This design comes from an exercise in tuning for small area on the open sky130 flow, not from production work.
RTL that was checked went through simulation tests only; none was proved equivalent to the original.
Function not checked in run 4: the RTL went through the layout flow alone.
Power is estimated from default activity; no workload was simulated.

==> design/flow/flow/run.sh <==
#!/bin/bash
# layout flow: the standard flow with three changes
#  - synthesis maps the logic between the registers with an area-oriented ABC
#    script (flow/area.abc); the registers are mapped as in the standard flow
#  - the port buffers, and the buffers synthesis puts on constant outputs,
#    are the smallest buffer
#  - the clock tree uses larger sink clusters and no dummy loads
set -e
W=$PWD
{
	cat <<'EOT'
proc abc {args} {
  set i [lsearch -exact $args -script]
  if { $i >= 0 } {
    set args [lreplace $args [expr {$i + 1}] [expr {$i + 1}] $::env(MY_ABC_SCRIPT)]
  }
  yosys abc {*}$args
}
EOT
	cat synth_recipe.tcl
} > my_synth.tcl
sed -e "s#SYNTH_SCRIPT=[^ ]*#SYNTH_SCRIPT=$W/my_synth.tcl 'MIN_BUF_CELL_AND_PORTS=sky130_fd_sc_hd__buf_1 A X'#" standard.sh > my_standard.sh
export MY_ABC_SCRIPT=$W/flow/area.abc
export BUFFER_PORTS_ARGS="-buffer_cell sky130_fd_sc_hd__buf_1"
export CTS_ARGS="-sink_clustering_enable -repair_clock_nets -sink_clustering_size 16 -sink_clustering_max_diameter 100 -buf_list {sky130_fd_sc_hd__clkbuf_4 sky130_fd_sc_hd__clkbuf_8} -dont_use_dummy_load"
bash my_standard.sh > standard.log 2>&1
==> design/flow/flow/area.abc <==
strash
&get -n
&st
&syn2
&dch -f
&nf -a -R 30
&st
&syn2
&dch -f
&nf -a -R 30
&put
topo
dnsize -c
==> design/flow/standard.sh <==
#!/bin/bash
# synth_recipe.tcl (not shown) runs the flow's synth.tcl, then flattens the netlist and writes it again
# the make line also repeats each setting of config.mk as NAME=value (left out here)
make -C /OpenROAD-flow-scripts/flow DESIGN_CONFIG=/design/flow/config.mk WORK_HOME=/design/flow/orfs CLKGATE_MAP_FILE= SYNTH_SCRIPT=/design/flow/synth_recipe.tcl "${@:-finish}"
==> design/flow/config.mk <==
export PLATFORM = sky130hd
export DESIGN_NAME = rx_mac_top
export DESIGN_NICKNAME = rx_mac_top
export VERILOG_FILES = /design/flow/design.v
export SDC_FILE = /design/flow/constraint.sdc
export NUM_CORES = 4
export LEC_CHECK = 0
export CAP_MARGIN = 0
export CORE_MARGIN = 2
export CORE_UTILIZATION = 40
export GPL_TIMING_DRIVEN = 0
export PLACE_DENSITY = 0.6
export SLEW_MARGIN = 0
==> design/flow/constraint.sdc <==
create_clock -name core_clock -period 4.0 [get_ports {clk}]
set_input_delay 0.8000 -clock core_clock [delete_from_list [all_inputs] [get_ports {clk}]]
set_output_delay 0.8000 -clock core_clock [all_outputs]
set_load 0.01 [all_outputs]
==> design/flow/design.v <==
`default_nettype none
package rx_pkg;
	typedef struct packed {
		logic [256-1:0] data;
		logic [32-1:0]  ctrl;
	} rx_word_t;
	typedef enum logic [1:0] {
		SPEED_25G = 2'd0,
		SPEED_40G = 2'd1,
		SPEED_50G = 2'd2
	} rx_speed_t;
	typedef struct packed {
		logic       sof;
		logic [2:0] sof_lane;   
		logic       eof;
		logic [4:0] eof_lane;   
		logic       in_frame;
	} rx_evt_t;
	typedef struct packed {
		logic [7:0]  sof_mark;    
		logic        same_word;   
		logic [6:0]  rsvd;
		logic [15:0] bytes;
	} rx_bcnt_t;
endpackage
`default_nettype wire
`default_nettype none
module rx_mac_top (
	input  wire                clk,
	input  wire                reset_,
	input  wire  [1:0]         speed,        
	input  wire                init_done,
	input  wire  [287:0]       rx_in,        
	output logic [287:0]       rx_out,       
	output logic               x_we,
	output logic               x_bcnt_we,
	output logic [31:0]        x_byte_cnt,   
	output logic               linkup
);
	localparam int LINK_MAX = 8 + 2;   
	logic [32-1:0]       ctrl;
	logic [256-1:0]      data;
	assign ctrl = rx_in[32-1:0];
	assign data = rx_in[287:32];
	logic [8-1:0] start_found;
	logic [8-1:0] seq_found;
	logic [32-1:0]       term_found;
	logic [32-1:0]       term_m;
	logic                       start_any;
	logic [2:0]                 start_pos;
	logic                       term_any;
	logic [4:0]                 term_lane;    
	always_comb begin
		for (int k = 0; k < 8; k++) begin
			start_found[k] = ctrl[4*k] && (data[32*k +: 8] == 8'hfb);
			seq_found[k]   = ctrl[4*k] && (data[32*k +: 8] == 8'h9c);
		end
		for (int l = 0; l < 32; l++) begin
			term_found[l] = ctrl[l] && (data[8*l +: 8] == 8'hfd);
		end
	end
	assign start_any = |start_found;
	always_comb begin
		start_pos = 3'd0;
		for (int k = 8 - 1; k >= 0; k--)
			if (start_found[k])
				start_pos = 3'(k);
	end
	logic [1:0] ph;       
	logic       inf;      
	logic       sof_q;    
	logic       wf;       
	logic       ef;       
	logic       b1;
	logic       blast;
	logic       sof_hit;
	logic       eof1;
	assign b1    = (ph == 2'd1);
	assign blast = (ph == ((speed == 2'd0) ? 2'd3 : 2'd1));
	assign sof_hit = start_any && !inf && (ph == 2'd0 || !ef);
	logic       tq_any;    
	logic [4:0] tq_lane;   
	logic [7:0] grp_ok;
	always_comb begin
		for (int g = 0; g < 8; g++)
			grp_ok[g] = inf || (|(start_found & 8'((16'd2 << g) - 16'd1)));
	end
	always_comb begin
		for (int l = 0; l < 32; l++)
			term_m[l] = term_found[l] && grp_ok[l/4];
		term_any  = |term_m;
		term_lane = 5'd0;   
		for (int l = 32 - 1; l >= 0; l--)
			if (term_m[l])
				term_lane = 5'(l + 1);
	end
	always_ff @(posedge clk) begin
		tq_any  <= term_any;
		tq_lane <= term_lane;
	end
	assign eof1 = b1 && inf && tq_any;
	always_ff @(posedge clk) begin
		ph    <= sof_hit ? 2'd1 : (blast ? 2'd0 : ph + 2'd1);
		sof_q <= sof_hit;
		if (!reset_) begin
			inf <= 1'b0;
			wf  <= 1'b0;
			ef  <= 1'b0;
		end else begin
			if (eof1)
				inf <= 1'b0;
			else if (sof_hit)
				inf <= 1'b1;
			if (b1) begin
				wf <= inf;
				ef <= eof1;
			end
		end
	end
	always_ff @(posedge clk) begin
		if (b1)
			rx_out <= rx_in;
	end
	assign x_we      = wf && blast;
	assign x_bcnt_we = ef && blast;
	logic [10:0] cnt_hi;
	logic [4:0]  cnt_lo;
	logic        cnt_cy;
	logic [2:0]  sof_pos;
	logic        same_word;
	logic [5:0]  word_bytes;   
	logic [5:0]  lo_sum;
	assign word_bytes = {tq_lane == 5'd0, tq_lane};
	assign lo_sum = {1'b0, cnt_lo[4:2], 2'b00} + word_bytes;
	always_ff @(posedge clk) begin
		cnt_cy <= 1'b0;
		if (b1 && inf) begin
			if (sof_q) begin
				cnt_lo <= {word_bytes[4:2] - start_pos, word_bytes[1:0]};
			end else begin
				cnt_lo <= lo_sum[4:0];
				cnt_cy <= lo_sum[5];
			end
		end
		if (sof_q)
			cnt_hi <= 11'(word_bytes[5] && start_found[0]);
		else
			cnt_hi <= cnt_hi + 11'(cnt_cy);
		if (sof_q) begin
			sof_pos   <= start_pos;
			same_word <= tq_any;
		end
	end
	assign x_byte_cnt = {8'(1) << sof_pos, same_word, 7'd0, cnt_hi, cnt_lo};
	logic       seq_q;
	logic       fault;
	logic [3:0] clean;   
	assign fault = !init_done || seq_q;
	always_ff @(posedge clk) begin
		if (!reset_) begin
			seq_q  <= 1'b0;
			clean  <= 4'd0;
			linkup <= 1'b0;
		end else begin
			seq_q  <= |seq_found;
			clean  <= fault ? 4'd0 : (clean == 4'(LINK_MAX) ? clean : clean + 4'd1);
			linkup <= (clean == 4'(LINK_MAX));
		end
	end
endmodule
`default_nettype wire
==> flow_summary.yaml, run 1 <==
hold_path:
  whs_path_depth: 1
  min-delay-start: "rx_in[73]"
  hp-class: "in -> reg"
  hold_end: "rx_out[73]$_DFFE_PN_"
synth:
  synth_largest_area_cell: "edfxtp_1"
  synth_xor_area_share_pct: 0.898
  synth-compound-area-share_pct: 2.46
  synth_fa_ha_area_share_pct: 1.41
  synth_top_area_share_pct: 76.2
  synth_mux_area_share_pct: 0.0855
  yosysWarnings: 1
  synth_ff_type: "edfxtp_1"
  synth_edf_count: 297
  ys_async_sr_fraction_pct: 0
  synth.distinct_cells: 42
  syn_area_um2: 11700
  yosysSeqAreaShare_pct: 81.3
  synthSimpleGateAreaFrac_pct: 13.1
  synth_top_family_by_area: "simple AND/OR/NAND/NOR gates"
  syn_inst: 702
  synth_area_leaders: "edfxtp_1 76%, dfxtp_1 5.1%, nand4_1 1.7%"
  syn_avg_cell_area_um2: 16.7
  synth_seq_cells: 327
clocking:
  ctsHoldBuffers: 0
  clkTransAtPathRegs_ps: 100
  clock_sinks: 327
  htreeDepth: 1
  numCtsBuffers: 24
  tritoncts: "done"
  clockBufferDepth: 3
  insertion_delay_ps: 580
  cts-root-buf: "clkbuf_8"
flow_run:
  max-cap-violations: 0
critical_path:
  cp-start-kind: "input port"
  cp-end-kind: "flip-flop"
  crit_buf_inv: 1
  timing.rr.end: "tq_lane[0]$_SDFF_PP1_"
  r2r_start: "inf$_SDFFE_PP0P_"
  crit_chain: "buf_1 > and3_1 > nand3_1 > nor4b_4 > nand2b_4 > nor3_1 > and2_4 > a211oi_1 > a21o_1 > a21oi_1 > o21ai_1 > a21oi_1 > o21ai_1 > a22o_1 > a21oi_1 > o21ba_1 > o21ba_1 > nor2_1 > nor2_1 > o21ai_1 > a21oi_1 > nor2_1 > nor2_1 > o21ai_0"
  slowest_delay_ps: 420
  crit_family: "compound AO/OA/AOI/OAI gates"
  r2r_cells: 21
  crit_type: "in -> reg"
  r2r_slack_ps: 730
  cp_max_fo: 4
  cp.required_ps: 4510
  worstSetupPathDepth: 24
  arrival_ps: 4200
  crit_path_top_delay_cell: "nor4b_4"
floorplan:
  die_area_um2: 30600
  die_h_um: 175
  die_x_um: 175
  start_util_pct: 40.7
  core_um2: 28800
  io-pin-count: 616
  core.rowCount: 62
global_route:
  busiest_layer: "met2"
  grt_overflow: 0
  grtUsageMet3_pct: 6.42
  grt_usage_pct: 23.9
  antenna_found_initial: 6
  first_global_vias: 8434
  grt_pass1_wl_um: 53400
  use_met2_pct: 42.1
  grt_max_degree: 73
  grt_use_met1_pct: 28.8
routing:
  avgRoutedWirePerCell_um: 22.1
  drt_wl_total_um: 38200
  vias: 8581
  vias_per_cell: 4.95
  post-route-drc-count: 0
  drt_iter0_drc: 488
  ant_nets: 0
  dr.pass1.iters: 5
cells_and_area:
  final_cells: 1733
  final_util_pct: 52.2
  finalInstanceArea_um2: 15000
  drive_gt1_share_pct: 3.34
  area_growth_pct: 28.4
  final_common_cell: "buf_1"
  fin_nets: 1653
  final_cell_mix: "614 x buf_1, 297 x edfxtp_1, 49 x nor2_1"
sta:
  setup_viol: 0
  hold_viol: 0
  max_slew.worst_pin.slew_ps: 936
  finClkSkew_ps: 54.2
  rsz0062_at_grt: "no"
  relSlewSlack_pct: 37.0
  period_share_pct: 92.2
  final_max_slew_viol_count: 0
  fmax_ghz: 0.271
  post-route-min-period_ps: 3690
placed_design:
  gp_congestion: 0.848
  dp.cells: 1704
  port-buffer-count: 608
  dpl.hpwl_um: 31400
  placed_area_um2: 14600
power:
  total_power_mw: 8.39
  power_density_nw_per_um2: 559
  ir_drop_v: 0.000356
  p_leak_nw: 4.73
status:
  status: "finished clean"
## sequential cells by signal, summed over array words and instances (netlist names), 2 cells and up
name     flops
cnt_hi      11
cnt_lo       5
clean        4
ph           2
rx_out     288
sof_pos      3
tq_lane      5
## synth_stat cells, types with 3 or more instances
cell      instances
nand2b_1         15
and2_0            7
or3_1             7
dfxtp_1          30
xor2_1            7
nor3b_1          14
and3_1           10
nand3_1          35
nand2_1          39
nand4_1          31
a21boi_0          3
ha_1             10
edfxtp_1        297
clkinv_1         14
or4_1            11
nor2_1           50
a21oi_1          21
nor4_1           13
nor3_1           22
o21ai_0          14
buf_1             8
nand4b_1         13
xnor2_1           5
## power breakdown
part / internal [mW] / switching, mW
sequential: 4.78 / 0.231
clock: 0.539 / 1.00
combinational: 0.492 / 1.36
total: 5.81 / 2.59
## worst max path at each step
stage                    start               endpoint  slack [ps]
global route        rx_in[231]  tq_lane[0]$_SDFF_PP1_         0.6
floorplan            rx_in[33]  tq_lane[0]$_SDFF_PP1_         200
global placement     rx_in[34]  tq_lane[0]$_SDFF_PP1_        -840
finish              rx_in[261]  tq_lane[0]$_SDFF_PP1_         310
CTS                  rx_in[34]  tq_lane[0]$_SDFF_PP1_          40
detailed placement   rx_in[34]  tq_lane[0]$_SDFF_PP1_        -820
## layout make-up
cell class	instances	area, um^2
repair buffers	614	2400
well taps	384	480
plain buffers	8	30.0
clock buffers	24	330
flip-flops and latches	327	9520
diodes	3	7.51
inverters	14	52.6
fillers	2609	13800
multi-input cells	359	2210
## through the flow
| step | worst slack, ps | hold slack, ps | setup TNS (ps) |
|---|---|---|---|
| final | 311 | 407 | 0 |
| after global routing | 0.620 | 392 | 0 |
| after CTS | 44.3 | 370 | 0 |
| after detailed placement | -822 | 414 | -1190 |
| after global placement | -844 | 409 | -2830 |
| after floorplan | 201 | 402 | 0 |
## kinds of logic after synthesis
kind of cell	count (synthesis)
AO/OA/AOI/OAI	49
XOR/XNOR	12
adder cells (fa/ha/maj)	12
buffers and inverters	22
flip-flops	327
multiplexers	1
other	1
AND/OR/NAND/NOR	278
## repair_timing
item                                    4_1_cts  5_1_grt
resized for setup                             5       18
buffers inserted                              0        2
endpoints found under the setup margin        1        1
pin swaps                                     0        5
## layer usage
metal	part of all wire (%)	vias to the layer above
met2	51	399
met3	8.4	70
met4	3.0	8
met1	38	4109
met5	0.12	-
li1	-	3995
==> run 2, diff against run 1 <==
--- a/design/flow/config.mk
+++ b/design/flow/config.mk
@@ -11,3 +11,3 @@
 export GPL_TIMING_DRIVEN = 0
-export PLACE_DENSITY = 0.6
+export PLACE_DENSITY = 0.45
 export SLEW_MARGIN = 0
==> flow_summary.yaml, run 2 <==
power:
  switching_power_mw: 2.67
  ir_drop_v: 0.000310
  comb_power_share_pct: 22.8
  total_power_mw: 8.49
  swShare_pct: 31.5
  power_density_nw_per_um2: 566
  p_leak_nw: 4.70
  clkPwrFrac_pct: 18.4
  pwr-share-seq_pct: 58.8
  cell_internal_pwr_mw: 5.82
critical_path:
  arrival_ps: 4250
  r2r_slack_ps: 640
  cp-start-kind: "input port"
  slowest_delay_ps: 600
  crit_buf_inv: 1
  crit_chain: "buf_1 > nand3_1 > nor3_2 > nor2_1 > and3_4 > and2_2 > or4_1 > o21ai_1 > a21oi_1 > o21ai_0 > a22o_1 > a21oi_1 > o21ba_1 > o21ba_1 > nor2_1 > nor2_1 > o21ai_1 > a21oi_1 > nor2_1 > nor2_1 > o21ai_0"
  cp_common_cell: "nor2_1"
  cp.required_ps: 4530
  crit_type: "in -> reg"
  cp_max_fo: 7
  crit_path_top_delay_cell: "or4_1"
  crit_family: "simple AND/OR/NAND/NOR gates"
  cp-end-kind: "flip-flop"
cells_and_area:
  final_cells: 1729
  fin_nets: 1652
  largest_reg_flops: 288
  multiInputGateArea_um2: 2180
  regArea_um2: 9520
  finalInstanceArea_um2: 15000
  area_growth_pct: 28.2
  final_util_pct: 52.1
  top_register: "rx_out"
  top_regs: "rx_out: 288 flops, cnt_hi: 11 flops"
  fillers: 2670
  diodes: 0
  final_common_cell: "buf_1"
  drive_gt1_share_pct: 2.97
  final_cell_mix: "616 x buf_1, 297 x edfxtp_1, 49 x nor2_1"
synth:
  synth.top_cells.by_count: "297 x edfxtp_1, 50 x nor2_1, 39 x nand2_1"
  ys_async_sr_fraction_pct: 0
  syn_avg_cell_area_um2: 16.7
  yosysMostFrequentCell: "edfxtp_1"
  synth_ff_type: "edfxtp_1"
  synth_largest_area_cell: "edfxtp_1"
  synth.distinct_cells: 42
  synth_edf_count: 297
  synth_seq_cells: 327
  yosysSeqAreaShare_pct: 81.3
  synth_area_leaders: "edfxtp_1 76%, dfxtp_1 5.1%, nand4_1 1.7%"
  yosysWarnings: 1
  syn_inst: 702
  synth_top_area_share_pct: 76.2
  syn_area_um2: 11700
floorplan:
  core_um2: 28800
  io-pin-count: 616
  core.rowCount: 62
  die_h_um: 175
  die_x_um: 175
  die_area_um2: 30600
  start_util_pct: 40.7
placed_design:
  port-buffer-count: 608
  dpl.hpwl_um: 33700
  gp_congestion: 0.858
  placed_area_um2: 14600
  dp.cells: 1705
flow_run:
  max-cap-violations: 0
clocking:
  insertion_delay_ps: 580
  clock_sinks: 327
  clockBufferDepth: 3
  tritoncts: "done"
  ctsHoldBuffers: 0
  clkTransAtPathRegs_ps: 110
  htreeDepth: 1
  postCtsSetupBuffers: 0
  cts-root-buf: "clkbuf_8"
  cts_resized: 2
  numCtsBuffers: 24
global_route:
  grt_overflow: 0
  first_global_vias: 8565
  grt_usage_pct: 25.6
  grt_pass1_wl_um: 56700
  grt_max_degree: 66
  antenna_found_initial: 2
hold_path:
  hp-class: "in -> reg"
sta:
  holdWs_ps: 400
  post-route-min-period_ps: 3730
  max_slew.worst_pin.slew_ps: 1100
  period_share_pct: 93.2
  relSlewSlack_pct: 25.8
  hold_viol: 0
  setup_viol: 0
  fmax_ghz: 0.268
  final_max_slew_viol_count: 0
  finClkSkew_ps: 58.7
routing:
  avgRoutedWirePerCell_um: 23.6
  ant_nets: 0
  vias_per_cell: 5.00
  drt_wl_total_um: 40800
  drt_iter0_drc: 480
  post-route-drc-count: 0
  vias: 8647
  dr.pass1.iters: 5
status:
  status: "finished clean"
[run 2: worst paths after layout]
kind	start	endpoint	cells after the start
hold reg to reg	tq_lane[0]$_SDFF_PP1_	cnt_lo[0]$_DFFE_PP_	0
setup reg to reg	inf$_SDFFE_PP0P_	tq_lane[0]$_SDFF_PP1_	18
hold / removal	rx_in[248]	rx_out[248]$_DFFE_PN_	1
setup / recovery	rx_in[101]	tq_lane[0]$_SDFF_PP1_	21
[run 2: cell families (layout without fill, tap and decap cells)]
family,Yosys count,after routing,synth area share (%)
muxes,1,1,0.0855
and+or+nand+nor,278,278,13.1
adders and majority gates,12,12,1.41
buffers and inverters,22,659,0.706
AOI/OAI and AO/OA,49,49,2.46
DFF,327,327,81.3
other,1,7,0.0320
xor gates and xnor gates,12,12,0.898
[run 2: layout make-up]
type	instances	area share (%)
Sequential cell	327	63.4
Timing Repair Buffer	613	16.1
Multi-Input combinational cell	359	14.5
Tap cell	384	3.20
Clock buffer	24	2.20
Inverter	14	0.350
Buffer	8	0.200
[run 2: worst register-to-register path, delay by kind of cell, from the launching register on]
family / cells / cell delay [ps]
flip-flops: 1 / 500
AND/OR/NAND/NOR: 8 / 1540
AO/OA/AOI/OAI: 10 / 1290
[run 2: through the flow]
step	worst slack, ps	setup TNS (ps)
CTS	30.8	0
global placement	-800	-4230
finish	270	0
detailed placement	-825	-1090
global route	-5.72	-5.72
floorplan	201	0
[run 2: power by group through the flow]
stage	Clock, mW	Combinational (mW)	Sequential, mW
after floorplan	0	0.311	5.62
after global placement	0	1.90	5.15
after detailed placement	0	1.96	5.08
after CTS	1.62	1.97	5.00
after global routing	1.72	2.05	5.08
final	1.56	1.93	5.00
[run 2: routing by layer]
layer | wire, um | GRT usage, % | vias to the layer above
li1 | - | - | 3995
met1 | 15300 | 29.4 | 4226
met2 | 21700 | 47.8 | 379
met3 | 2920 | 6.74 | 43
met4 | 838 | 5.14 | 4
met5 | 27 | 0 | -
==> run 3, diff against run 2 <==
--- a/design/flow/config.mk
+++ b/design/flow/config.mk
@@ -11,3 +11,3 @@
 export GPL_TIMING_DRIVEN = 0
-export PLACE_DENSITY = 0.45
+export PLACE_DENSITY = 0.75
 export SLEW_MARGIN = 0
==> flow_summary.yaml, run 3 <==
cells_and_area:
  area_growth_pct: 28.5
  top_register: "rx_out"
  final_cells: 1735
  top_regs: "rx_out: 288 flops, cnt_hi: 11 flops"
  finalInstanceArea_um2: 15000
  fin_nets: 1655
  largest_reg_flops: 288
  final_cell_mix: "615 x buf_1, 297 x edfxtp_1, 49 x nor2_1"
  final_util_pct: 52.3
  fillers: 2475
  drive_gt1_share_pct: 3.34
  final_common_cell: "buf_1"
clocking:
  numCtsBuffers: 24
  insertion_delay_ps: 570
  tritoncts: "done"
  clock_sinks: 327
  clkTransAtPathRegs_ps: 110
  ctsHoldBuffers: 0
  htreeDepth: 1
  cts-root-buf: "clkbuf_8"
  clockBufferDepth: 3
placed_design:
  port-buffer-count: 608
  gp_congestion: 0.940
  placed_area_um2: 14600
  dpl.hpwl_um: 31000
  dp.cells: 1704
synth:
  synthSimpleGateAreaFrac_pct: 13.1
  synth_xor_area_share_pct: 0.898
  yosysWarnings: 1
  syn_avg_cell_area_um2: 16.7
  synth_edf_count: 297
  synth.distinct_cells: 42
  synth.top_cells.by_count: "297 x edfxtp_1, 50 x nor2_1, 39 x nand2_1"
  synth_seq_cells: 327
  ys_async_sr_fraction_pct: 0
  synth_top_family_by_area: "simple AND/OR/NAND/NOR gates"
  synth_largest_area_cell: "edfxtp_1"
  yosysMostFrequentCell: "edfxtp_1"
  synth_fa_ha_area_share_pct: 1.41
  synth_ff_type: "edfxtp_1"
  syn_inst: 702
  synth_top_area_share_pct: 76.2
  synth-compound-area-share_pct: 2.46
  synth_area_leaders: "edfxtp_1 76%, dfxtp_1 5.1%, nand4_1 1.7%"
  syn_area_um2: 11700
  yosysSeqAreaShare_pct: 81.3
  synth_mux_area_share_pct: 0.0855
sta:
  max_slew.worst_pin.slew_ps: 852
  setup_viol: 0
  fmax_ghz: 0.267
  period_share_pct: 93.8
  final_max_slew_viol_count: 0
  relSlewSlack_pct: 42.6
  rsz0062_at_grt: "no"
  post-route-min-period_ps: 3750
  fin_setup_tns_ps: 0
  hold_viol: 0
  finClkSkew_ps: 54.6
global_route:
  grt_usage_pct: 23.6
  grt_overflow: 0
  grt_max_degree: 69
  first_global_vias: 8832
  antenna_found_initial: 3
  grt_pass1_wl_um: 53100
critical_path:
  crit_path_top_delay_cell: "or4_1"
  cp.required_ps: 4520
  crit_buf_inv: 1
  cp-start-kind: "input port"
  crit_family: "simple AND/OR/NAND/NOR gates"
  crit_type: "in -> reg"
  cp_max_fo: 7
  crit_chain: "buf_1 > nand3_1 > or3_1 > and3_4 > and2_2 > or4_1 > o21ai_1 > a21oi_1 > o21ai_0 > a22o_1 > a21oi_1 > o21ba_1 > o21ba_1 > nor2_1 > nor2_1 > o21ai_0 > a21oi_1 > nor2_1 > nor2_1 > o21ai_0"
  r2r_start: "inf$_SDFFE_PP0P_"
  slowest_delay_ps: 570
  cp-end-kind: "flip-flop"
  cp-startpoint: "rx_in[69]"
  cp_common_cell: "nor2_1"
  arrival_ps: 4270
routing:
  post-route-drc-count: 0
  vias_per_cell: 5.09
  dr.pass1.iters: 5
  ant_nets: 0
  avgRoutedWirePerCell_um: 22.0
  drt_iter0_drc: 652
  drt_wl_total_um: 38100
  vias: 8826
floorplan:
  core_um2: 28800
  io-pin-count: 616
  die_h_um: 175
  start_util_pct: 40.7
  die_x_um: 175
  die_area_um2: 30600
  core.rowCount: 62
power:
  p_leak_nw: 4.74
  ir_drop_v: 0.000483
  power_density_nw_per_um2: 560
  total_power_mw: 8.42
flow_run:
  max-cap-violations: 0
hold_path:
  min-delay-start: "rx_in[259]"
  hp-class: "in -> reg"
status:
  status: "finished clean"
==> run 3: cell counts after synthesis <==
Identical to the previous run, type by type.
==> run 3: routing by layer <==
metal	global-route usage [%]	vias to the layer above	wire [um]
met2	41.7	465	19300
li1	-	3996	-
met3	6.29	87	3260
met1	27.3	4276	13900
met4	9.10	2	1640
met5	0	-	11
==> run 3: what timing repair did <==
item / CTS / global route
cloned: 0 / 0
buffers inserted: 0 / 4
gates resized for setup: 4 / 15
setup endpoints to repair: 1 / 1
pin swaps: 0 / 3
==> run 3: worst reg2reg max path, stage by stage (launching register included) <==
cell     delay [ps]
dfxtp_1         490
nor2_2          110
and3_4          180
and2_2          250
or4_1           570
o21ai_1         100
a21oi_1          70
o21ai_0         160
a22o_1          200
a21oi_1          80
o21ba_1         210
o21ba_1         160
nor2_1           80
nor2_1           40
o21ai_0         160
a21oi_1          90
nor2_1          110
nor2_1           40
o21ai_0         130
==> run 3: kinds of logic (layout without fill, tap and decap cells) <==
family | after synthesis | count (layout)
AND/OR/NAND/NOR | 278 | 278
buffers and inverters | 22 | 662
other | 1 | 10
multiplexers | 1 | 1
XOR/XNOR | 12 | 12
flip-flops | 327 | 327
AO/OA/AOI/OAI | 49 | 49
adder cells (fa/ha/maj) | 12 | 12
==> run 3: final timing paths <==
path	to	slack [ps]	cells after the start
max	tq_lane[0]$_SDFF_PP1_	250	20
min	rx_out[259]$_DFFE_PN_	410	1
max reg2reg	tq_lane[0]$_SDFF_PP1_	670	18
min reg2reg	cnt_lo[1]$_DFFE_PP_	430	0
==> run 3: power by group <==
part | switching (mW) | internal [mW] | leakage (nW) | total, mW
combinational | 1.35 | 0.492 | 1.57 | 1.84
sequential | 0.267 | 4.78 | 3.00 | 5.05
clock | 0.995 | 0.538 | 0.173 | 1.53
==> run 3: layout make-up <==
cell class | count | area, um^2 | area share [%]
sequential | 327 | 9520 | 63.3
timing repair buffer | 616 | 2420 | 16.1
multi-input combinational | 359 | 2210 | 14.7
tap | 384 | 480 | 3.19
clock buffer | 24 | 330 | 2.20
inverter | 14 | 52.6 | 0.349
buffer | 8 | 30.0 | 0.200
antenna | 3 | 7.51 | 0.0499
==> run 3: metrics by stage <==
step	hold slack [ps]	setup slack, ps
3_5_place_dp	410	-855
6_report	413	248
3_3_place_gp	405	-802
5_1_grt	389	8.95
2_1_floorplan	402	201
4_1_cts	365	33.4
==> run 4, diff against run 3 <==
--- a/design/flow/design.v
+++ b/design/flow/design.v
@@ -85,3 +85,3 @@
 		for (int g = 0; g < 8; g++)
-			grp_ok[g] = inf || (|(start_found & 8'((16'd2 << g) - 16'd1)));
+			grp_ok[g] = !sof_q || (|(start_found & 8'((16'd2 << g) - 16'd1)));
 	end
@@ -96,6 +96,4 @@
 	end
-	always_ff @(posedge clk) begin
-		tq_any  <= term_any;
-		tq_lane <= term_lane;
-	end
+	assign tq_any  = term_any;
+	assign tq_lane = term_lane;
 	assign eof1 = b1 && inf && tq_any;
==> design/flow/flow/area.abc (replaced) <==
strash
&get -n
&st
&syn2
&dch -f
&nf -a -R 1000
&st
&syn2
&dch -f
&nf -a -R 1000
&put
topo
dnsize -c
--- a/design/flow/config.mk
+++ b/design/flow/config.mk
@@ -11,3 +11,3 @@
 export GPL_TIMING_DRIVEN = 0
-export PLACE_DENSITY = 0.75
+export PLACE_DENSITY = 0.6
 export SLEW_MARGIN = 0
==> flow_summary.yaml, run 4 <==
clocking:
  tritoncts: "done"
  insertion_delay_ps: 580
  clkTransAtPathRegs_ps: 100
  ctsHoldBuffers: 0
  cts-root-buf: "clkbuf_8"
  htreeDepth: 1
  numCtsBuffers: 24
  clockBufferDepth: 3
  clock_sinks: 321
critical_path:
  cp_common_cell: "a21oi_1"
  cp-start-kind: "input port"
  r2r_start: "sof_q$_DFF_P_"
  slowest_delay_ps: 500
  crit_buf_inv: 2
  crit_path_top_delay_cell: "or4_4"
  cp-startpoint: "rx_in[39]"
  crit_chain: "clkbuf_2 > and3_4 > nand3_2 > nor2_4 > nor2_2 > and3_4 > and2_4 > buf_4 > or4_4 > nand2_4 > or2_4 > a21oi_1 > o21ai_1 > a21oi_1 > or2_1 > ha_2 > fa_2 > xor2_1 > xnor2_1 > a21oi_1"
  crit_type: "in -> reg"
  cp.required_ps: 4310
  crit_family: "simple AND/OR/NAND/NOR gates"
  cp_max_fo: 6
  cp-end-kind: "flip-flop"
  arrival_ps: 4180
routing:
  drt_iter0_drc: 565
  post-route-drc-count: 0
  avgRoutedWirePerCell_um: 22.5
  vias_per_cell: 4.96
  dr.pass1.iters: 5
  drt_wl_total_um: 39100
  vias: 8613
  ant_nets: 0
synth:
  synth_largest_area_cell: "edfxtp_1"
  syn_area_um2: 11600
  yosysWarnings: 1
  synth_area_leaders: "edfxtp_1 77%, dfxtp_1 4.1%, nand3_1 2.0%"
  syn_avg_cell_area_um2: 16.6
  synth_ff_type: "edfxtp_1"
  synth.distinct_cells: 41
  ys_async_sr_fraction_pct: 0
  synth_seq_cells: 321
  yosysMostFrequentCell: "edfxtp_1"
  yosysSeqAreaShare_pct: 81.0
  synth_edf_count: 297
  synth.top_cells.by_count: "297 x edfxtp_1, 61 x nor2_1, 46 x nand3_1"
  synth_top_area_share_pct: 76.9
  syn_inst: 700
power:
  power_density_nw_per_um2: 553
  ir_drop_v: 0.000331
  total_power_mw: 8.40
  p_leak_nw: 4.85
cells_and_area:
  multiInputGateArea_um2: 2410
  area_growth_pct: 30.9
  top_regs: "rx_out: 288 flops, cnt_hi: 11 flops, cnt_lo: 5 flops"
  regArea_um2: 9400
  top_register: "rx_out"
  largest_reg_flops: 288
  fin_nets: 1659
  fillers: 2535
  drive_gt1_share_pct: 7.03
  final_common_cell: "buf_1"
  final_cell_mix: "606 x buf_1, 297 x edfxtp_1, 53 x nor2_1"
  final_cells: 1737
  final_util_pct: 53.1
sta:
  max_slew.worst_pin.slew_ps: 975
  holdWs_ps: 416
  period_share_pct: 96.8
  fin_setup_tns_ps: 0
  rsz0062_at_grt: "yes"
  relSlewSlack_pct: 35.0
  hold_viol: 0
  finClkSkew_ps: 60.9
  post-route-min-period_ps: 3870
  fmax_ghz: 0.258
  setup_viol: 0
  final_max_slew_viol_count: 0
global_route:
  grt_usage_pct: 24.7
  grt_pass1_wl_um: 54700
  grt_max_degree: 71
  first_global_vias: 8517
  grt_overflow: 0
  antenna_found_initial: 2
status:
  status: "finished clean"
floorplan:
  die_h_um: 174
  start_util_pct: 40.5
  die_x_um: 174
  core_um2: 28600
  die_area_um2: 30400
  core.rowCount: 62
  io-pin-count: 616
placed_design:
  gp_congestion: 0.903
  dp.cells: 1702
  port-buffer-count: 608
  dpl.hpwl_um: 32100
flow_run:
  max-cap-violations: 0
hold_path:
  min-delay-start: "rx_in[31]"
  hp-class: "in -> reg"
run 4: layout make-up:
class                           instances  share of cell area, %
Antenna cell                            1                 0.0165
Buffer                                  8                  0.198
Clock buffer                           24                   2.17
Inverter                               16                  0.395
Multi-Input combinational cell        361                   15.9
Sequential cell                       321                   61.9
Tap cell                              384                   3.16
Timing Repair Buffer                  622                   16.3
run 4: path summary, 6_finish.rpt:
kind	to	slack, ps	cells past startpoint
hold / removal	rx_out[31]$_DFFE_PN_	420	1
hold reg to reg	wf$_SDFFE_PN0N_	470	2
setup / recovery	cnt_lo[4]$_DFFE_PP_	130	20
setup reg to reg	cnt_lo[4]$_DFFE_PP_	290	17
run 4: stage by stage:
| step | worst slack, ps | cell area, um^2 |
|---|---|---|
| after floorplan | 8.42 | 11700 |
| after global placement | -1170 | 14400 |
| after detailed placement | -1180 | 14600 |
| after CTS | 6.86 | 15000 |
| after global routing | -41.6 | 15200 |
| final | 129 | 15200 |
run 4: cells by family after synthesis:
family,Yosys count,synth area share [%]
AOI/OAI and AO/OA,49,2.50
xor gates and xnor gates,13,0.981
adders and majority gates,12,1.42
buffers and inverters,24,0.776
DFF,321,81.0
other,1,0.0323
and+or+nand+nor,280,13.3
run 4: power breakdown:
| part | switching, mW | internal (mW) | leakage, nW |
|---|---|---|---|
| clock | 0.978 | 0.538 | 0.173 |
| sequential | 0.240 | 4.72 | 2.96 |
| combinational | 1.42 | 0.505 | 1.72 |
run 4: repair_timing:
| action | in CTS | in global routing |
|---|---|---|
| setup buffers | 2 | 8 |
| pin swaps | 7 | 22 |
| gates resized for setup | 21 | 43 |
| setup endpoints to repair | 6 | 5 |
run 4: metal layers:
metal / GRT usage, % / part of all wire (%)
met4: 6.34 / 2.5
met2: 46.4 / 54
met3: 5.86 / 7.8
met1: 27.9 / 36
met5: 0 / 0.033
==> run 5, diff against run 4 <==
--- a/design/flow/design.v
+++ b/design/flow/design.v
@@ -85,3 +85,3 @@
 		for (int g = 0; g < 8; g++)
-			grp_ok[g] = !sof_q || (|(start_found & 8'((16'd2 << g) - 16'd1)));
+			grp_ok[g] = inf || (|(start_found & 8'((16'd2 << g) - 16'd1)));
 	end
@@ -96,4 +96,6 @@
 	end
-	assign tq_any  = term_any;
-	assign tq_lane = term_lane;
+	always_ff @(posedge clk) begin
+		tq_any  <= term_any;
+		tq_lane <= term_lane;
+	end
 	assign eof1 = b1 && inf && tq_any;
--- a/design/flow/flow/run.sh
+++ b/design/flow/flow/run.sh
@@ -24,3 +24,3 @@
 export BUFFER_PORTS_ARGS="-buffer_cell sky130_fd_sc_hd__buf_1"
-export CTS_ARGS="-sink_clustering_enable -repair_clock_nets -sink_clustering_size 16 -sink_clustering_max_diameter 100 -buf_list {sky130_fd_sc_hd__clkbuf_4 sky130_fd_sc_hd__clkbuf_8} -dont_use_dummy_load"
+export CTS_ARGS="-sink_clustering_enable -repair_clock_nets -sink_clustering_size 20 -sink_clustering_max_diameter 60 -buf_list {sky130_fd_sc_hd__clkbuf_4 sky130_fd_sc_hd__clkbuf_8} -dont_use_dummy_load"
 bash my_standard.sh > standard.log 2>&1
==> design/flow/flow/area.abc (replaced) <==
strash
&get -n
&st
&syn2
&dch -f
&nf -a -R 30
&st
&syn2
&dch -f
&nf -a -R 30
&put
topo
dnsize -c
==> flow_summary.yaml, run 5 <==
cells_and_area:
  final_common_cell: "buf_1"
  largest_reg_flops: 288
  fin_nets: 1657
  top_register: "rx_out"
  final_util_pct: 52.4
  final_cell_mix: "614 x buf_1, 297 x edfxtp_1, 49 x nor2_1"
  final_cells: 1737
  drive_gt1_share_pct: 3.70
  top_regs: "rx_out: 288 flops, cnt_hi: 11 flops"
  area_growth_pct: 28.9
synth:
  syn_area_um2: 11700
  yosysMostFrequentCell: "edfxtp_1"
  synth_seq_cells: 327
  synth.distinct_cells: 42
  yosysSeqAreaShare_pct: 81.3
  syn_avg_cell_area_um2: 16.7
  syn_inst: 702
  synth_area_leaders: "edfxtp_1 76%, dfxtp_1 5.1%, nand4_1 1.7%"
  synth_ff_type: "edfxtp_1"
  ys_async_sr_fraction_pct: 0
  synth_largest_area_cell: "edfxtp_1"
  synth_edf_count: 297
  synth_top_area_share_pct: 76.2
  yosysWarnings: 1
  synth.top_cells.by_count: "297 x edfxtp_1, 50 x nor2_1, 39 x nand2_1"
clocking:
  clockBufferDepth: 3
  insertion_delay_ps: 620
  numCtsBuffers: 28
  ctsHoldBuffers: 0
  clkTransAtPathRegs_ps: 110
  htreeDepth: 1
  clock_sinks: 327
  tritoncts: "done"
  cts-root-buf: "clkbuf_8"
global_route:
  first_global_vias: 8529
  grt_usage_pct: 23.9
  grt_overflow: 0
  antenna_found_initial: 6
  grt_max_degree: 73
  grt_pass1_wl_um: 53400
sta:
  relSlewSlack_pct: 38.5
  finClkSkew_ps: 88.1
  max_slew.worst_pin.slew_ps: 915
  final_max_slew_viol_count: 0
  fin_ws_ps: 353
  hold_viol: 0
  period_share_pct: 91.2
  holdWs_ps: 366
  fmax_ghz: 0.274
  setup_viol: 0
  post-route-min-period_ps: 3650
  rsz0062_at_grt: "no"
critical_path:
  arrival_ps: 4050
  cp-end-kind: "flip-flop"
  cp-start-kind: "input port"
  slowest_delay_ps: 370
  crit_path_top_delay_cell: "or3_1"
  cp_max_fo: 7
  cp.required_ps: 4410
  crit_type: "in -> reg"
  crit_chain: "buf_1 > nand4b_1 > or3_1 > and3_4 > and2_4 > a21oi_2 > a211oi_2 > a21o_1 > a21oi_1 > o21ai_1 > a21oi_1 > o21ai_1 > a22o_1 > a21oi_1 > o21ba_1 > o21ba_1 > nor2_1 > nor2_1 > o21ai_1 > a21oi_1 > nor2_1 > nor2_1 > o21ai_1"
  r2r_cells: 21
power:
  p_leak_nw: 4.76
  ir_drop_v: 0.000353
  swShare_pct: 30.5
  comb_power_share_pct: 21.8
  cell_internal_pwr_mw: 5.89
  switching_power_mw: 2.59
  pwr-share-seq_pct: 59.1
  power_density_nw_per_um2: 562
  clkPwrFrac_pct: 19.2
routing:
  avgRoutedWirePerCell_um: 21.9
  vias_per_cell: 4.95
  drt_wl_total_um: 38000
  vias: 8601
  post-route-drc-count: 0
  drt_iter0_drc: 456
  ant_nets: 0
  dr.pass1.iters: 5
floorplan:
  die_x_um: 175
  io-pin-count: 616
  die_area_um2: 30600
  start_util_pct: 40.7
  core.rowCount: 62
  die_h_um: 175
  core_um2: 28800
placed_design:
  post-place-ws_ps: -822
  port-buffer-count: 608
  dp.cells: 1704
  gp_congestion: 0.848
  dpl.hpwl_um: 31400
hold_path:
  hp-class: "in -> reg"
  whs_path_depth: 1
status:
  status: "finished clean"
flow_run:
  max-cap-violations: 0
## run 5: worst paths after layout
path                                               to             startpoint  slack [ps]
worst max register to register  tq_lane[0]$_SDFF_PP1_       inf$_SDFFE_PP0P_         750
worst max-delay path            tq_lane[0]$_SDFF_PP1_              rx_in[65]         350
worst min register to register    cnt_lo[0]$_DFFE_PP_  tq_lane[0]$_SDFF_PP1_         390
worst min-delay path            rx_out[179]$_DFFE_PN_             rx_in[179]         370
## run 5: metal layers
metal / routed length [um] / GRT usage [%] / vias up / share of wire, %
met4: 1110 / 7.08 / 8 / 2.9
met5: 60 / 0 / - / 0.16
met1: 14100 / 28.4 / 4075 / 37
met2: 19300 / 42.2 / 428 / 51
li1: - / - / 4014 / -
met3: 3400 / 6.72 / 76 / 8.9
## run 5: area by class of cell
cell class	instances	area (um^2)
Tap cell	384	480
Buffer	8	30.0
Multi-Input combinational cell	359	2210
Clock buffer	28	385
Timing Repair Buffer	614	2400
Inverter	14	52.6
Fill cell	2598	13700
Antenna cell	3	7.51
Sequential cell	327	9520
## run 5: what timing repair did
item / 4_1_cts / 5_1_grt
setup buffers: 0 / 2
cloned: 0 / 0
resized for setup: 6 / 19
pin swaps: 0 / 6
endpoints found under the setup margin: 1 / 1
## run 5: metrics by stage
stage	power, mW	TNS (ps)	cell area, um^2
final	8.48	0	15100
after detailed placement	6.95	-1190	14600
after global routing	8.85	0	15100
after global placement	6.95	-2830	14500
after CTS	8.56	0	15000
after floorplan	5.93	0	11700
## run 5: worst max-delay path, delay by kind of cell
kind                   cells  cell delay (ps)
and+or+nand+nor            8             1200
AOI/OAI and AO/OA         14             1830
buffers and inverters      1              220
## run 5: power groups by stage
stage               Sequential (mW)  Clock (mW)  Combinational, mW
CTS                            5.01        1.67               1.87
finish                         5.01        1.63               1.84
global placement               5.15           0               1.80
detailed placement             5.09           0               1.87
global route                   5.09        1.78               1.97
floorplan                      5.62           0              0.311
## run 5: cell families after synthesis
kind of cell / Yosys count / share of synthesized area [%]
simple gates: 278 / 13.1
compound gates: 49 / 2.46
xor+xnor: 12 / 0.898
flops: 327 / 81.3
fa+ha+maj: 12 / 1.41
mux: 1 / 0.0855
other cells: 1 / 0.0320
buf+inv: 22 / 0.706
==> run 6, diff against run 5 <==
--- a/design/flow/flow/run.sh
+++ b/design/flow/flow/run.sh
@@ -24,3 +24,3 @@
 export BUFFER_PORTS_ARGS="-buffer_cell sky130_fd_sc_hd__buf_1"
-export CTS_ARGS="-sink_clustering_enable -repair_clock_nets -sink_clustering_size 20 -sink_clustering_max_diameter 60 -buf_list {sky130_fd_sc_hd__clkbuf_4 sky130_fd_sc_hd__clkbuf_8} -dont_use_dummy_load"
+export CTS_ARGS="-sink_clustering_enable -repair_clock_nets -sink_clustering_size 24 -sink_clustering_max_diameter 100 -buf_list {sky130_fd_sc_hd__clkbuf_8 sky130_fd_sc_hd__clkbuf_16} -dont_use_dummy_load"
 bash my_standard.sh > standard.log 2>&1
==> flow_summary.yaml, run 6 <==
status:
  status: "finished clean"
placed_design:
  dp.cells: 1704
  gp_congestion: 0.848
  dpl.hpwl_um: 31400
  port-buffer-count: 608
global_route:
  grt_usage_pct: 23.9
  grt_overflow: 0
  first_global_vias: 8429
  grt_pass1_wl_um: 53100
  antenna_found_initial: 5
  grt_max_degree: 73
power:
  power_density_nw_per_um2: 571
  comb_power_share_pct: 21.4
  clkPwrFrac_pct: 20.6
  pwr-share-seq_pct: 58.0
  ir_drop_v: 0.000362
  switching_power_mw: 2.61
  total_power_mw: 8.64
  p_leak_nw: 4.77
  cell_internal_pwr_mw: 6.03
  swShare_pct: 30.2
cells_and_area:
  final_cells: 1724
  fin_nets: 1646
  fillers: 2587
  top_regs: "rx_out: 288 flops, cnt_hi: 11 flops"
  area_growth_pct: 29.2
  largest_reg_flops: 288
  drive_gt1_share_pct: 2.91
  top_register: "rx_out"
  final_common_cell: "buf_1"
  final_cell_mix: "614 x buf_1, 297 x edfxtp_1, 49 x nor2_1"
  final_util_pct: 52.6
synth:
  synth_edf_count: 297
  synth_mux_area_share_pct: 0.0855
  synth.top_cells.by_count: "297 x edfxtp_1, 50 x nor2_1, 39 x nand2_1"
  synth.distinct_cells: 42
  synthSimpleGateAreaFrac_pct: 13.1
  synth_top_family_by_area: "simple AND/OR/NAND/NOR gates"
  yosysWarnings: 1
  syn_area_um2: 11700
  syn_inst: 702
  synth_area_leaders: "edfxtp_1 76%, dfxtp_1 5.1%, nand4_1 1.7%"
  synth_seq_cells: 327
  ys_async_sr_fraction_pct: 0
  synth-compound-area-share_pct: 2.46
  synth_top_area_share_pct: 76.2
  yosysMostFrequentCell: "edfxtp_1"
  yosysSeqAreaShare_pct: 81.3
  synth_fa_ha_area_share_pct: 1.41
  synth_largest_area_cell: "edfxtp_1"
  synth_xor_area_share_pct: 0.898
  synth_ff_type: "edfxtp_1"
  syn_avg_cell_area_um2: 16.7
routing:
  vias_per_cell: 4.97
  avgRoutedWirePerCell_um: 22.2
  drt_wl_total_um: 38200
  ant_nets: 0
  drt_iter0_drc: 641
  dr.pass1.iters: 5
  vias: 8570
  post-route-drc-count: 0
sta:
  rsz0062_at_grt: "no"
  hold_viol: 0
  period_share_pct: 91.6
  relSlewSlack_pct: 39.9
  setup_viol: 0
  fmax_ghz: 0.273
  max_slew.worst_pin.slew_ps: 893
  holdWs_ps: 438
  post-route-min-period_ps: 3660
  finClkSkew_ps: 26.9
  fin_setup_tns_ps: 0
  final_max_slew_viol_count: 0
clocking:
  insertion_delay_ps: 510
  clkTransAtPathRegs_ps: 100
  clockBufferDepth: 3
  cts-root-buf: "clkbuf_16"
  htreeDepth: 1
  clock_sinks: 327
  numCtsBuffers: 17
  ctsHoldBuffers: 0
  tritoncts: "done"
critical_path:
  crit_type: "in -> reg"
  r2r_slack_ps: 780
  arrival_ps: 4070
  cp-end-kind: "flip-flop"
  cp-start-kind: "input port"
  cp.required_ps: 4410
  cp_max_fo: 7
floorplan:
  die_x_um: 175
  core_um2: 28800
  core.rowCount: 62
  die_h_um: 175
  die_area_um2: 30600
  start_util_pct: 40.7
  io-pin-count: 616
hold_path:
  hp-class: "reg -> reg"
flow_run:
  max-cap-violations: 0
-- run 6: cell count changes in the layout (fill, tap and decap cells not counted), sizes merged --
| cell | delta |
|---|---|
| clkbuf | -11 |
| diode | -2 |
-- run 6: cell families after synthesis --
| logic type | count (synthesis) |
|---|---|
| flops | 327 |
| simple gates | 278 |
| compound gates | 49 |
| buf+inv | 22 |
| fa+ha+maj | 12 |
| xor+xnor | 12 |
| other cells | 1 |
| mux | 1 |
-- run 6: path summary, 6_finish.rpt --
| kind | cells after the start | start | end |
|---|---|---|---|
| worst max-delay path | 24 | rx_in[102] | tq_lane[0]$_SDFF_PP1_ |
| worst max register to register | 21 | inf$_SDFFE_PP0P_ | tq_lane[0]$_SDFF_PP1_ |
| worst min register to register | 0 | tq_lane[1]$_SDFF_PP0_ | cnt_lo[1]$_DFFE_PP_ |
| worst min-delay path | 0 | tq_lane[1]$_SDFF_PP0_ | cnt_lo[1]$_DFFE_PP_ |
-- run 6: power groups by stage --
| stage | clock, mW | combinational, mW | sequential, mW |
|---|---|---|---|
| finish | 1.78 | 1.85 | 5.01 |
| global route | 1.94 | 1.97 | 5.09 |
| CTS | 1.83 | 1.87 | 5.01 |
| detailed placement | 0 | 1.87 | 5.09 |
| global placement | 0 | 1.80 | 5.15 |
| floorplan | 0 | 0.311 | 5.62 |
-- run 6: critical path, cell delays in order --
cell,delay [ps]
buf_1,210
nand3_1,190
nor3_4,270
nor2_1,90
and3_4,200
and2_4,190
a21oi_2,220
a211oi_2,50
a21o_1,160
a21oi_1,170
o21ai_1,90
a21oi_1,140
o21ai_1,70
a22o_1,210
a21oi_1,150
o21ba_1,130
o21ba_1,110
nor2_1,40
nor2_1,100
o21ai_1,70
a21oi_1,190
nor2_1,70
nor2_1,80
o21ai_1,60
-- run 6: timing repair --
action,in CTS,in global routing
buffers inserted,0,2
setup endpoints to repair,1,1
pin swaps,0,6
resized for setup,6,19
-- run 6: area by class of cell --
cell class / count / area (um^2) / share of cell area, %
diodes: 1 / 2.50 / 0.0165
multi-input cells: 359 / 2210 / 14.6
plain buffers: 8 / 30.0 / 0.199
flip-flops and latches: 327 / 9520 / 62.9
repair buffers: 614 / 2400 / 15.9
well taps: 384 / 480 / 3.18
inverters: 14 / 52.6 / 0.347
clock buffers: 17 / 425 / 2.81
-- run 6: per-layer routing --
layer | wire (um) | track usage (%) | up-vias
li1 | - | - | 3987
met2 | 19400 | 42.2 | 432
met1 | 14200 | 28.7 | 4080
met4 | 1050 | 6.49 | 8
met3 | 3430 | 6.98 | 63
met5 | 58 | 0 | -
-- run 6: stage by stage --
| stage | cell area (um^2) | setup WS (ps) |
|---|---|---|
| 2_1_floorplan | 11700 | 201 |
| 3_3_place_gp | 14500 | -844 |
| 3_5_place_dp | 14600 | -822 |
| 4_1_cts | 15000 | 34.4 |
| 5_1_grt | 15100 | 0.289 |
| 6_report | 15100 | 337 |
==> run 7, diff against run 6 <==
--- a/design/flow/flow/run.sh
+++ b/design/flow/flow/run.sh
@@ -24,3 +24,3 @@
 export BUFFER_PORTS_ARGS="-buffer_cell sky130_fd_sc_hd__buf_1"
-export CTS_ARGS="-sink_clustering_enable -repair_clock_nets -sink_clustering_size 24 -sink_clustering_max_diameter 100 -buf_list {sky130_fd_sc_hd__clkbuf_8 sky130_fd_sc_hd__clkbuf_16} -dont_use_dummy_load"
+export CTS_ARGS="-sink_clustering_enable -repair_clock_nets -sink_clustering_size 30 -sink_clustering_max_diameter 120 -buf_list {sky130_fd_sc_hd__clkbuf_16} -dont_use_dummy_load"
 bash my_standard.sh > standard.log 2>&1
==> flow_summary.yaml, run 7 <==
synth:
  yosysWarnings: 1
  syn_avg_cell_area_um2: 16.7
  synth_edf_count: 297
  synthSimpleGateAreaFrac_pct: 13.1
  synth_area_leaders: "edfxtp_1 76%, dfxtp_1 5.1%, nand4_1 1.7%"
  yosysMostFrequentCell: "edfxtp_1"
  synth-compound-area-share_pct: 2.46
  synth_top_area_share_pct: 76.2
  synth_fa_ha_area_share_pct: 1.41
  synth.distinct_cells: 42
  yosysSeqAreaShare_pct: 81.3
  synth_ff_type: "edfxtp_1"
  syn_area_um2: 11700
  synth_seq_cells: 327
  synth_mux_area_share_pct: 0.0855
  syn_inst: 702
  synth_xor_area_share_pct: 0.898
  synth_largest_area_cell: "edfxtp_1"
  synth_top_family_by_area: "simple AND/OR/NAND/NOR gates"
  synth.top_cells.by_count: "297 x edfxtp_1, 50 x nor2_1, 39 x nand2_1"
  ys_async_sr_fraction_pct: 0
status:
  status: "finished clean"
routing:
  post-route-drc-count: 0
  vias_per_cell: 4.95
  dr.pass1.iters: 5
  drt_wl_total_um: 38000
  drt_iter0_drc: 510
  ant_nets: 0
  avgRoutedWirePerCell_um: 22.1
  vias: 8522
clocking:
  cts-root-buf: "clkbuf_16"
  htreeDepth: 1
  ctsHoldBuffers: 0
  insertion_delay_ps: 510
  clockBufferDepth: 3
  numCtsBuffers: 14
  tritoncts: "done"
  clkTransAtPathRegs_ps: 120
  clock_sinks: 327
critical_path:
  cp.required_ps: 4420
  r2r_cells: 21
  crit_type: "in -> reg"
  crit_family: "compound AO/OA/AOI/OAI gates"
  crit_path_top_delay_cell: "nor3_4"
  cp_max_fo: 7
  cp-start-kind: "input port"
  cp_common_cell: "nor2_1"
  worstSetupPathDepth: 24
  crit_buf_inv: 1
  slowest_delay_ps: 270
  cp-end-kind: "flip-flop"
  arrival_ps: 4070
  crit_chain: "buf_1 > nand3_1 > nor3_4 > nor2_1 > and3_4 > and2_4 > a21oi_2 > a211oi_2 > a21o_1 > a21oi_1 > o21ai_1 > a21oi_1 > o21ai_1 > a22o_1 > a21oi_1 > o21ba_1 > o21ba_1 > nor2_1 > nor2_1 > o21ai_1 > a21oi_1 > nor2_1 > nor2_1 > o21ai_1"
hold_path:
  hp-class: "reg -> reg"
  whs_path_depth: 0
power:
  ir_drop_v: 0.000371
  p_leak_nw: 4.73
  power_density_nw_per_um2: 563
placed_design:
  gp_congestion: 0.848
  placed_area_um2: 14600
  post-place-ws_ps: -822
  port-buffer-count: 608
  dpl.hpwl_um: 31400
  dp.cells: 1704
sta:
  rsz0062_at_grt: "no"
  fmax_ghz: 0.274
  post-route-min-period_ps: 3650
  relSlewSlack_pct: 38.4
  max_slew.worst_pin.slew_ps: 915
  fin_ws_ps: 348
  finClkSkew_ps: 28.6
  fin_setup_tns_ps: 0
  period_share_pct: 91.3
  hold_viol: 0
  setup_viol: 0
  final_max_slew_viol_count: 0
floorplan:
  start_util_pct: 40.7
  die_h_um: 175
  core_um2: 28800
  die_x_um: 175
  core.rowCount: 62
  die_area_um2: 30600
  io-pin-count: 616
flow_run:
  max-cap-violations: 0
global_route:
  grt_overflow: 0
  grt_max_degree: 73
  first_global_vias: 8338
  use_met2_pct: 42.6
  grt_use_met1_pct: 29.4
  antenna_found_initial: 4
  grt_pass1_wl_um: 53500
  grt_usage_pct: 23.8
  grtUsageMet3_pct: 5.98
  busiest_layer: "met2"
cells_and_area:
  finalInstanceArea_um2: 15000
  drive_gt1_share_pct: 2.69
  fin_nets: 1643
  final_cell_mix: "614 x buf_1, 297 x edfxtp_1, 49 x nor2_1"
  final_util_pct: 52.3
  top_regs: "rx_out: 288 flops, cnt_hi: 11 flops"
  largest_reg_flops: 288
  final_common_cell: "buf_1"
  area_growth_pct: 28.6
  top_register: "rx_out"
  final_cells: 1721
==> run 7: cell counts after synthesis <==
No cell type changed its count.
==> run 7: worst paths after layout <==
path                                             from               endpoint  slack [ps]
worst max register to register       inf$_SDFFE_PP0P_  tq_lane[0]$_SDFF_PP1_         800
worst max-delay path                       rx_in[102]  tq_lane[0]$_SDFF_PP1_         350
worst min-delay path            tq_lane[1]$_SDFF_PP0_    cnt_lo[1]$_DFFE_PP_         440
worst min register to register  tq_lane[1]$_SDFF_PP0_    cnt_lo[1]$_DFFE_PP_         440
==> run 7: area by class of cell <==
cell class / instances / area, um^2
tap: 384 / 480
inverter: 14 / 52.6
fill: 2603 / 13700
antenna: 1 / 2.50
timing repair buffer: 614 / 2400
buffer: 8 / 30.0
clock buffer: 14 / 350
multi-input combinational: 359 / 2210
sequential: 327 / 9520
==> run 7: cells by family (layout without fill, tap and decap cells) <==
kind of cell             after synthesis  after routing
flip-flops                           327            327
AND/OR/NAND/NOR                      278            278
AO/OA/AOI/OAI                         49             49
buffers and inverters                 22            650
adder cells (fa/ha/maj)               12             12
XOR/XNOR                              12             12
other                                  1              8
multiplexers                           1              1
==> run 7: power breakdown <==
group	internal, mW	switching, mW	total (mW)
Combinational	0.492	1.35	1.85
Clock	0.638	0.991	1.63
Sequential	4.77	0.230	5.00
Total	5.90	2.58	8.48
==> run 7: timing repair <==
action,4_1_cts,5_1_grt
gates resized for setup,6,19
endpoints found under the setup margin,1,1
pin swaps,0,6
buffers inserted,0,2
==> run 7: per-layer routing <==
metal  share of wire (%)  wire (um)
met1                  39      14800
met2                  52      19600
met4                 1.9        714
met3                 7.5       2840
met5                0.12         45
==> run 7: per-stage QoR <==
step	hold slack [ps]	power, mW
floorplan	402	5.93
global placement	409	6.95
detailed placement	414	6.95
CTS	442	8.54
global route	450	8.84
finish	442	8.48
==> run 8, diff against run 7 <==
--- a/design/flow/flow/run.sh
+++ b/design/flow/flow/run.sh
@@ -7,2 +7,3 @@
 #  - the clock tree uses larger sink clusters and no dummy loads
+#  - one tie cell drives all the constant outputs' buffers
 set -e
@@ -21,6 +22,6 @@
 } > my_synth.tcl
-sed -e "s#SYNTH_SCRIPT=[^ ]*#SYNTH_SCRIPT=$W/my_synth.tcl 'MIN_BUF_CELL_AND_PORTS=sky130_fd_sc_hd__buf_1 A X'#" standard.sh > my_standard.sh
+sed -e "s#SYNTH_SCRIPT=[^ ]*#SYNTH_SCRIPT=$W/my_synth.tcl 'MIN_BUF_CELL_AND_PORTS=sky130_fd_sc_hd__buf_1 A X' SKIP_REPAIR_TIE_FANOUT=1#" standard.sh > my_standard.sh
 export MY_ABC_SCRIPT=$W/flow/area.abc
 export BUFFER_PORTS_ARGS="-buffer_cell sky130_fd_sc_hd__buf_1"
-export CTS_ARGS="-sink_clustering_enable -repair_clock_nets -sink_clustering_size 30 -sink_clustering_max_diameter 120 -buf_list {sky130_fd_sc_hd__clkbuf_16} -dont_use_dummy_load"
+export CTS_ARGS="-sink_clustering_enable -repair_clock_nets -sink_clustering_size 16 -sink_clustering_max_diameter 100 -buf_list {sky130_fd_sc_hd__clkbuf_4 sky130_fd_sc_hd__clkbuf_8} -dont_use_dummy_load"
 bash my_standard.sh > standard.log 2>&1
==> flow_summary.yaml, run 8 <==
floorplan:
  die_x_um: 175
  core.rowCount: 62
  die_area_um2: 30600
  die_h_um: 175
  io-pin-count: 616
  core_um2: 28800
  start_util_pct: 40.7
synth:
  yosysMostFrequentCell: "edfxtp_1"
  synth_seq_cells: 327
  syn_inst: 702
  synth_largest_area_cell: "edfxtp_1"
  synth.top_cells.by_count: "297 x edfxtp_1, 50 x nor2_1, 39 x nand2_1"
  ys_async_sr_fraction_pct: 0
  synth_ff_type: "edfxtp_1"
  yosysWarnings: 1
  yosysSeqAreaShare_pct: 81.3
  synth.distinct_cells: 42
  synth_area_leaders: "edfxtp_1 76%, dfxtp_1 5.1%, nand4_1 1.7%"
  syn_area_um2: 11700
  synth_top_area_share_pct: 76.2
  syn_avg_cell_area_um2: 16.7
  synth_edf_count: 297
routing:
  post-route-drc-count: 0
  drt_wl_total_um: 38900
  dr.pass1.iters: 5
  ant_nets: 0
  drt_iter0_drc: 595
  avgRoutedWirePerCell_um: 22.6
  vias: 8819
  vias_per_cell: 5.12
power:
  p_leak_nw: 4.70
  clkPwrFrac_pct: 18.2
  pwr-share-seq_pct: 59.8
  swShare_pct: 31.0
  switching_power_mw: 2.61
  power_density_nw_per_um2: 562
  ir_drop_v: 0.000330
  comb_power_share_pct: 22.0
  cell_internal_pwr_mw: 5.81
  total_power_mw: 8.42
cells_and_area:
  largest_reg_flops: 288
  top_regs: "rx_out: 288 flops, cnt_hi: 11 flops"
  final_cells: 1722
  final_common_cell: "buf_1"
  fin_nets: 1645
  drive_gt1_share_pct: 3.06
  final_util_pct: 52.1
  area_growth_pct: 28.0
  multiInputGateArea_um2: 2170
  final_cell_mix: "615 x buf_1, 297 x edfxtp_1, 49 x nor2_1"
  regArea_um2: 9520
  diodes: 0
  top_register: "rx_out"
  fillers: 2602
sta:
  holdWs_ps: 426
  rsz0062_at_grt: "no"
  post-route-min-period_ps: 3710
  hold_viol: 0
  finClkSkew_ps: 52.4
  fin_setup_tns_ps: 0
  fmax_ghz: 0.270
  max_slew.worst_pin.slew_ps: 872
  period_share_pct: 92.6
  final_max_slew_viol_count: 0
  setup_viol: 0
  relSlewSlack_pct: 41.3
global_route:
  first_global_vias: 8577
  grt_overflow: 0
  grt_pass1_wl_um: 54300
  grt_max_degree: 72
  grt_usage_pct: 24.3
  antenna_found_initial: 3
critical_path:
  cp-start-kind: "input port"
  arrival_ps: 4200
  timing.rr.end: "tq_lane[0]$_SDFF_PP1_"
  r2r_start: "inf$_SDFFE_PP0P_"
  r2r_slack_ps: 640
  cp_max_fo: 7
  cp-end-kind: "flip-flop"
  crit_type: "in -> reg"
  r2r_cells: 21
  cp.required_ps: 4500
placed_design:
  gp_congestion: 0.901
  dpl.hpwl_um: 32100
  dp.cells: 1698
  port-buffer-count: 608
clocking:
  insertion_delay_ps: 560
  cts-root-buf: "clkbuf_8"
  htreeDepth: 1
  tritoncts: "done"
  clock_sinks: 327
  clkTransAtPathRegs_ps: 100
  numCtsBuffers: 24
  clockBufferDepth: 3
  postCtsSetupBuffers: 0
hold_path:
  min-delay-start: "rx_in[11]"
  whs_path_depth: 1
  hp-class: "in -> reg"
  hold_end: "rx_out[11]$_DFFE_PN_"
status:
  status: "finished clean"
flow_run:
  max-cap-violations: 0
[run 8: changes by cell type in the layout (fill, tap and decap cells not counted), moves of 2 or more]
cell,change
clkbuf_16,-14
buf_4,-2
o21ai_0,+3
o21ai_1,-3
clkbuf_8,+24
conb_1,-6
[run 8: layout make-up]
cell class,count,area share [%]
flip-flops and latches,327,63.5
plain buffers,8,0.200
inverters,14,0.351
multi-input cells,353,14.5
repair buffers,612,16.0
well taps,384,3.21
clock buffers,24,2.20
[run 8: cell families after synthesis]
group	after synthesis	share of synthesized area (%)
AO/OA/AOI/OAI	49	2.46
AND/OR/NAND/NOR	278	13.1
flip-flops	327	81.3
other	1	0.0320
adder cells (fa/ha/maj)	12	1.41
XOR/XNOR	12	0.898
multiplexers	1	0.0855
buffers and inverters	22	0.706
[run 8: worst max-delay path, cell delays in order]
cell	delay, ps
buf_1	220
nand3_1	140
or3_1	420
and3_4	230
and2_2	270
or4_1	560
o21ai_0	100
a21oi_1	80
o21ai_1	120
a22o_1	170
a21oi_1	80
o21ba_1	210
o21ba_1	160
nor2_1	100
nor2_1	40
o21ai_0	150
a21oi_1	80
nor2_1	110
nor2_1	40
o21ai_0	120
[run 8: per-layer routing]
layer / share of wire [%] / routed length, um / global-route usage, % / vias to the layer above
met3: 8.0 / 3120 / 5.92 / 49
met4: 1.6 / 635 / 4.69 / 4
li1: - / - / - / 3987
met1: 38 / 15000 / 29.8 / 4347
met5: 0.069 / 27 / 0 / -
met2: 52 / 20200 / 43.7 / 432
[run 8: how the worst max path moves through the flow]
stage / start / to / slack, ps
2_1_floorplan: rx_in[33] / tq_lane[0]$_SDFF_PP1_ / 200
6_report: rx_in[70] / tq_lane[0]$_SDFF_PP1_ / 290
5_1_grt: rx_in[228] / tq_lane[0]$_SDFF_PP1_ / 10
3_5_place_dp: rx_in[34] / tq_lane[0]$_SDFF_PP1_ / -810
3_3_place_gp: rx_in[34] / tq_lane[0]$_SDFF_PP1_ / -790
4_1_cts: rx_in[34] / tq_lane[0]$_SDFF_PP1_ / 10
[run 8: timing repair]
item	CTS	global route
cloned	0	0
resized for setup	3	15
endpoints found under the setup margin	1	1
hold buffers	0	0
pin swaps	0	2
[run 8: power groups by stage]
stage          combinational [mW]  clock [mW]  sequential [mW]
6_report                     1.85        1.53             5.03
5_1_grt                      1.96        1.69             5.11
3_3_place_gp                 1.79           0             5.16
3_5_place_dp                 1.86           0             5.11
4_1_cts                      1.87        1.59             5.04
2_1_floorplan               0.311           0             5.62
[run 8: metrics by stage]
| stage | worst slack (ps) | instance area [um^2] |
|---|---|---|
| detailed placement | -815 | 14600 |
| finish | 294 | 15000 |
| CTS | 10.5 | 14900 |
| global route | 14.6 | 15000 |
| global placement | -788 | 14500 |
| floorplan | 201 | 11700 |

## what the ideal ports hide
In the flow no input, the clock included, has a driving cell. The finished layouts below were timed again as built, in two steps. Step 1: set_driving_cell puts a clkbuf_16 on clk and a buf_2 on each other input, an assumption about the parent block. Step 2 adds t to the input delays and takes it off the output delays; t is the mean of the earliest and latest rising clock arrival at the registers after step 1. Input paths then give back, and output paths get back, about the clock's delay inside the block. Slacks: ideal ports / drivers / drivers and shift; pairs: ideal ports / drivers.
run | t (ns) | slack for setup (ns) | worst setup path at the end | slew at the worst register clock pin (ns)
run 1 | 0.597 | 0.311 / 0.313 / -0.284 | input to register | 0.12 / 0.12
run 2 | 0.603 | 0.270 / 0.259 / -0.344 | input to register | 0.11 / 0.11
run 3 | 0.593 | 0.248 / 0.258 / -0.335 | input to register | 0.11 / 0.11
run 4 | 0.594 | 0.129 / 0.103 / -0.491 | input to register | 0.10 / 0.10
run 5 | 0.621 | 0.353 / 0.336 / -0.285 | input to register | 0.11 / 0.11
run 6 | 0.552 | 0.337 / 0.346 / -0.206 | input to register | 0.10 / 0.10
run 7 | 0.554 | 0.348 / 0.374 / -0.180 | input to register | 0.12 / 0.12
run 8 | 0.580 | 0.294 / 0.286 / -0.294 | input to register | 0.10 / 0.10
With both steps, setup timing fails in every run listed, where it was met with ideal ports. For run 5, which loses most, drivers alone change the setup slack by -0.017 ns; drivers and shift together by -0.638 ns.
